Source: an optimization exercise on an open RTL-to-GDS flow (aim: small area). Production flows keep margins and buffers that such runs may drop.
The RTL was checked by simulation tests, not by an equivalence proof against the original design.

Setup of the baseline:
==> flow/design.v <==
package snake_pkg;
    typedef logic [4:0] cx_t;
    typedef logic [3:0] cy_t;
    localparam cx_t LAST_X = 5'd19;
    localparam cy_t LAST_Y = 4'd14;
    localparam cx_t HEAD_X  = 5'd9;    
    localparam cy_t HEAD_Y  = 4'd7;
    localparam cx_t BODY0_X = 5'd8;    
    localparam cy_t BODY0_Y = 4'd7;
    localparam cx_t BODY1_X = 5'd7;    
    localparam cy_t BODY1_Y = 4'd7;
    localparam cx_t FOOD_X  = 5'd13;   
    localparam cy_t FOOD_Y  = 4'd5;
    localparam cx_t CNT_X   = 5'd0;    
    localparam cy_t CNT_Y   = 4'd14;
    localparam int NSEG = 14;          
endpackage
`timescale 1ns/1ps
module snake_head_step (
    input  logic              Clk_Snake,
    input  logic              reset,
    input  logic [2:0]        dir,
    output snake_pkg::cx_t    hx,
    output snake_pkg::cy_t    hy
);
    always_ff @(posedge Clk_Snake or posedge reset) begin
        if (reset) begin
            hx <= snake_pkg::HEAD_X;
            hy <= snake_pkg::HEAD_Y;
        end else begin
            case (dir)
                3'd1: hy <= (hy == 4'd0) ? snake_pkg::LAST_Y : hy - 4'd1;
                3'd2: hy <= (hy == snake_pkg::LAST_Y) ? 4'd0 : hy + 4'd1;
                3'd3: hx <= (hx == 5'd0) ? snake_pkg::LAST_X : hx - 5'd1;
                3'd4: hx <= (hx == snake_pkg::LAST_X) ? 5'd0 : hx + 5'd1;
                default: ;
            endcase
        end
    end
endmodule
`timescale 1ns/1ps
module snake_body_shift (
    input  logic                              Clk_Snake,
    input  logic                              reset,
    input  logic [2:0]                        dir,
    input  snake_pkg::cx_t                    hx,
    input  snake_pkg::cy_t                    hy,
    output logic [snake_pkg::NSEG-1:0][4:0] bx,
    output logic [snake_pkg::NSEG-1:0][3:0] by,
    output logic                              same0
);
    logic shift;
    assign shift = (dir != 3'd0) && (dir != 3'd5);
    always_ff @(posedge Clk_Snake or posedge reset) begin
        if (reset) begin
            bx[0] <= snake_pkg::BODY0_X;
            by[0] <= snake_pkg::BODY0_Y;
            bx[1] <= snake_pkg::BODY1_X;
            by[1] <= snake_pkg::BODY1_Y;
            same0 <= 1'b0;
        end else if (shift) begin
            same0 <= dir[2] && dir[1];    
            bx[0] <= hx;
            by[0] <= hy;
            bx[1] <= bx[0];
            by[1] <= by[0];
        end
    end
    always_ff @(posedge Clk_Snake) begin
        if (shift) begin
            bx[snake_pkg::NSEG-1:2] <= bx[snake_pkg::NSEG-2:1];
            by[snake_pkg::NSEG-1:2] <= by[snake_pkg::NSEG-2:1];
        end
    end
endmodule
`timescale 1ns/1ps
module snake_food_keeper (
    input  logic              Clk_Snake,
    input  logic              reset,
    input  snake_pkg::cx_t    hx,
    input  snake_pkg::cy_t    hy,
    output snake_pkg::cx_t    fx,
    output snake_pkg::cy_t    fy,
    output logic [7:0]        food_count,
    output logic              len_full
);
    snake_pkg::cx_t cx;    
    snake_pkg::cy_t cy;
    logic           eat;
    assign eat = (hx == fx) && (hy == fy);
    always_ff @(posedge Clk_Snake or posedge reset) begin
        if (reset) begin
            cx <= snake_pkg::CNT_X;
            cy <= snake_pkg::CNT_Y;
        end else begin
            cx <= (cx == snake_pkg::LAST_X) ? 5'd0 : cx + 5'd1;
            cy <= (cy == 4'd0) ? snake_pkg::LAST_Y : cy - 4'd1;
        end
    end
    always_ff @(posedge Clk_Snake or posedge reset) begin
        if (reset) begin
            fx         <= snake_pkg::FOOD_X;
            fy         <= snake_pkg::FOOD_Y;
        end else if (eat) begin
            fx         <= cx;
            fy         <= cy;
        end
    end
    always_ff @(posedge Clk_Snake or posedge reset) begin
        if (reset) begin
            food_count <= 8'd0;
            len_full   <= 1'b0;
        end else begin
            food_count <= food_count + {7'd0, eat};
            len_full   <= len_full || (eat && food_count == 8'd11);
        end
    end
endmodule
`timescale 1ns/1ps
module snake_pixel_hit (
    input  logic [9:0]                        sx,
    input  logic [9:0]                        sy,
    input  snake_pkg::cx_t                    hx,
    input  snake_pkg::cy_t                    hy,
    input  logic [snake_pkg::NSEG-1:0][4:0] bx,
    input  logic [snake_pkg::NSEG-1:0][3:0] by,
    input  logic                              same0,
    input  snake_pkg::cx_t                    fx,
    input  snake_pkg::cy_t                    fy,
    input  logic [3:0]                        eaten,       
    input  logic                              len_full,
    output logic                              head_draw,
    output logic                              snake_draw,
    output logic                              collide,
    output logic                              food_draw
);
    logic            in_cell;
    snake_pkg::cx_t  px;
    snake_pkg::cy_t  py;
    logic [snake_pkg::NSEG-1:0] live;    
    logic [snake_pkg::NSEG-1:0] hit;
    logic [snake_pkg::NSEG-1:0] bite;
    assign px     = sx[9:5];
    assign py     = sy[8:5];
    assign in_cell = (sx[4:0] != 5'd0) && (sy[4:0] != 5'd0) && !sy[9];
    function automatic logic seg_on_head(input int i,
                                         input logic [4:0] x, input logic [3:0] y,
                                         input logic [4:0] h_x, input logic [3:0] h_y);
        if (i == 0)
            seg_on_head = same0;
        else if (i == 1)
            seg_on_head = (x[1:0] == h_x[1:0]) && (y[1:0] == h_y[1:0]);
        else if (i == 2)
            seg_on_head = (x[1:0] == h_x[1:0]) && (y[2:0] == h_y[2:0]);
        else if (i <= 5)
            seg_on_head = (x == h_x) && (y[2:0] == h_y[2:0]);
        else
            seg_on_head = (x == h_x) && (y == h_y);
    endfunction
    always_comb begin
        for (int i = 0; i < snake_pkg::NSEG; i++) begin
            live[i] = (i < 2) || len_full || (i - 1 <= int'(eaten));
            hit[i]  = live[i] && (bx[i] == px) && (by[i] == py);
            bite[i] = live[i] && seg_on_head(i, bx[i], by[i], hx, hy);
        end
    end
    assign head_draw  = in_cell && (hx == px) && (hy == py);
    assign food_draw  = in_cell && (fx == px) && (fy == py);
    assign snake_draw = in_cell && (|hit);
    assign collide    = (len_full || eaten >= 4'd2) && (|bite);    
endmodule
`timescale 1ns/1ps
module snake_game_top (
    input  logic       Clk_Snake,
    input  logic       reset,
    input  logic [9:0] sx,
    input  logic [9:0] sy,
    input  logic [2:0] dir,
    output logic       head_draw,
    output logic       snake_draw,
    output logic       collide,
    output logic       food_draw,
    output logic [7:0] food_count
);
    snake_pkg::cx_t                       hx, fx;
    snake_pkg::cy_t                       hy, fy;
    logic [snake_pkg::NSEG-1:0][4:0] bx;
    logic [snake_pkg::NSEG-1:0][3:0] by;
    logic                                 len_full;
    logic                                 same0;
    snake_head_step u_head_step (
        .Clk_Snake (Clk_Snake),
        .reset     (reset),
        .dir       (dir),
        .hx        (hx),
        .hy        (hy)
    );
    snake_food_keeper u_food_keeper (
        .Clk_Snake  (Clk_Snake),
        .reset      (reset),
        .hx         (hx),
        .hy         (hy),
        .fx         (fx),
        .fy         (fy),
        .food_count (food_count),
        .len_full   (len_full)
    );
    snake_body_shift u_body_shift (
        .Clk_Snake (Clk_Snake),
        .reset     (reset),
        .dir       (dir),
        .hx        (hx),
        .hy        (hy),
        .bx        (bx),
        .by        (by),
        .same0     (same0)
    );
    snake_pixel_hit u_pixel_hit (
        .sx         (sx),
        .sy         (sy),
        .hx         (hx),
        .hy         (hy),
        .bx         (bx),
        .by         (by),
        .same0      (same0),
        .fx         (fx),
        .fy         (fy),
        .eaten      (food_count[3:0]),
        .len_full   (len_full),
        .head_draw  (head_draw),
        .snake_draw (snake_draw),
        .collide    (collide),
        .food_draw  (food_draw)
    );
endmodule
Settings: LEC_CHECK=0, CAP_MARGIN=0, CORE_MARGIN=2, CORE_UTILIZATION=40, SLEW_MARGIN=0; clock period 7.0 ns.
standard.sh (not shown) runs the stock make flow with config.mk's settings and CLKGATE_MAP_FILE= SYNTH_SCRIPT=/design/flow/synth_recipe.tcl, a recipe that flattens the netlist after the stock synthesis.
==> flow/flow/run.sh <==
#!/bin/bash
# Layout with the standard flow, changed in a few places:
#  - port buffers are sky130_fd_sc_hd__buf_2 (the default picks a larger cell),
#  - clock tree synthesis arguments are set here (no dummy loads),
#  - synthesis leaves adders to abc (no extract_fa / adder techmap), and its
#    abc mapping runs the area script flow/abc_area.abc (see flow/synth_area.tcl).
# The make run writes its full output to make_finish.log in the work folder.
set -euo pipefail
bash standard.sh \
    "BUFFER_PORTS_ARGS=-buffer_cell sky130_fd_sc_hd__buf_2" \
    "CTS_ARGS=-sink_clustering_enable -repair_clock_nets -dont_use_dummy_load -buf_list sky130_fd_sc_hd__clkbuf_8" \
    "ADDER_MAP_FILE=" \
    "SYNTH_SCRIPT=$PWD/flow/synth_area.tcl" \
    finish > make_finish.log 2>&1
==> flow/flow/abc_area.abc <==
strash
dc2
dch -f
map -a
strash
dc2
dch -f
map -a
&get -n
&st
&dch -f
&nf -a -R 1000
&put
==> flow/flow/synth_area.tcl <==
# The standard flow's synthesis script (synth_recipe.tcl), with one change: the abc
# technology mapping runs the area-oriented script abc_area.abc, which sits
# beside this file, instead of ORFS's abc_speed.script.
proc synth {args} { yosys synth -nofsm -noshare {*}$args }
proc abc {args} {
    set i [lsearch -exact $args -script]
    if { $i >= 0 } {
        lset args [expr { $i + 1 }] [file join [file dirname $::env(SYNTH_SCRIPT)] abc_area.abc]
    }
    yosys abc {*}$args
}
source $::env(SCRIPTS_DIR)/synth.tcl
# left out here: clear keep_hierarchy, flatten, clean up, hide names made inside functions, write 1_2_yosys.v
> inputs changed (the baseline -> the candidate)
--- a/flow/design.v
+++ b/flow/design.v
@@ -100,20 +100,16 @@
     always_ff @(posedge Clk_Snake or posedge reset) begin
         if (reset) begin
             fx         <= snake_pkg::FOOD_X;
             fy         <= snake_pkg::FOOD_Y;
+            food_count <= 8'd0;
+            len_full   <= 1'b0;
         end else if (eat) begin
             fx         <= cx;
             fy         <= cy;
-        end
-    end
-    always_ff @(posedge Clk_Snake or posedge reset) begin
-        if (reset) begin
-            food_count <= 8'd0;
-            len_full   <= 1'b0;
-        end else begin
-            food_count <= food_count + {7'd0, eat};
-            len_full   <= len_full || (eat && food_count == 8'd11);
+            food_count <= food_count + 8'd1;
+            if (food_count == 8'd11)
+                len_full <= 1'b1;
         end
     end
 endmodule
 `timescale 1ns/1ps
@@ -142,27 +138,16 @@
     logic [snake_pkg::NSEG-1:0] bite;
     assign px     = sx[9:5];
     assign py     = sy[8:5];
     assign in_cell = (sx[4:0] != 5'd0) && (sy[4:0] != 5'd0) && !sy[9];
-    function automatic logic seg_on_head(input int i,
-                                         input logic [4:0] x, input logic [3:0] y,
-                                         input logic [4:0] h_x, input logic [3:0] h_y);
-        if (i == 0)
-            seg_on_head = same0;
-        else if (i == 1)
-            seg_on_head = (x[1:0] == h_x[1:0]) && (y[1:0] == h_y[1:0]);
-        else if (i == 2)
-            seg_on_head = (x[1:0] == h_x[1:0]) && (y[2:0] == h_y[2:0]);
-        else if (i <= 5)
-            seg_on_head = (x == h_x) && (y[2:0] == h_y[2:0]);
-        else
-            seg_on_head = (x == h_x) && (y == h_y);
-    endfunction
     always_comb begin
         for (int i = 0; i < snake_pkg::NSEG; i++) begin
             live[i] = (i < 2) || len_full || (i - 1 <= int'(eaten));
             hit[i]  = live[i] && (bx[i] == px) && (by[i] == py);
-            bite[i] = live[i] && seg_on_head(i, bx[i], by[i], hx, hy);
+            if (i == 0)
+                bite[i] = same0;
+            else
+                bite[i] = live[i] && (bx[i] == hx) && (by[i] == hy);
         end
     end
     assign head_draw  = in_cell && (hx == px) && (hy == py);
     assign food_draw  = in_cell && (fx == px) && (fy == py);
==> summary.txt <==
For the worst hold slack across all endpoints, the candidate came in 0.053 ns higher than the baseline did.
The baseline -> the candidate: proportion of cell area spent on the clock network flat
Number of cells after detailed placement (the candidate vs. the baseline) increases by a few percent
Standard cell area after detailed placement ended up about 2.5% higher on the candidate than on the baseline.
In the candidate the flip-flop and latch share of the layout cell area turned out 1.2 points lower than in the baseline.

[separate check: timing with driven ports]
The flow's constraints put no driver on any port. The routed layouts listed below were extracted and timed again, unchanged, in two steps.
Step 1: set_driving_cell puts a clkbuf_16 on Clk_Snake and a buf_2 on each other input, an assumption about the parent block.
Step 2 moves the port delays by t, midway between the first and last clock arrival at a register: inputs arrive t later, outputs are due t later. That takes back most of the time a late clock gives input paths.
Slacks: ideal ports / drivers / drivers and shift; pairs: ideal ports / drivers.
run	shift t [ns]	setup WS [ns]	worst register clock-pin slew, ns	pins driven straight from the clock port
the baseline	0.502	1.625 / 1.583 / 1.719	0.10 / 0.10	1
the candidate	0.494	1.638 / 1.598 / 1.696	0.09 / 0.09	1
After both steps every run listed still meets setup and hold.
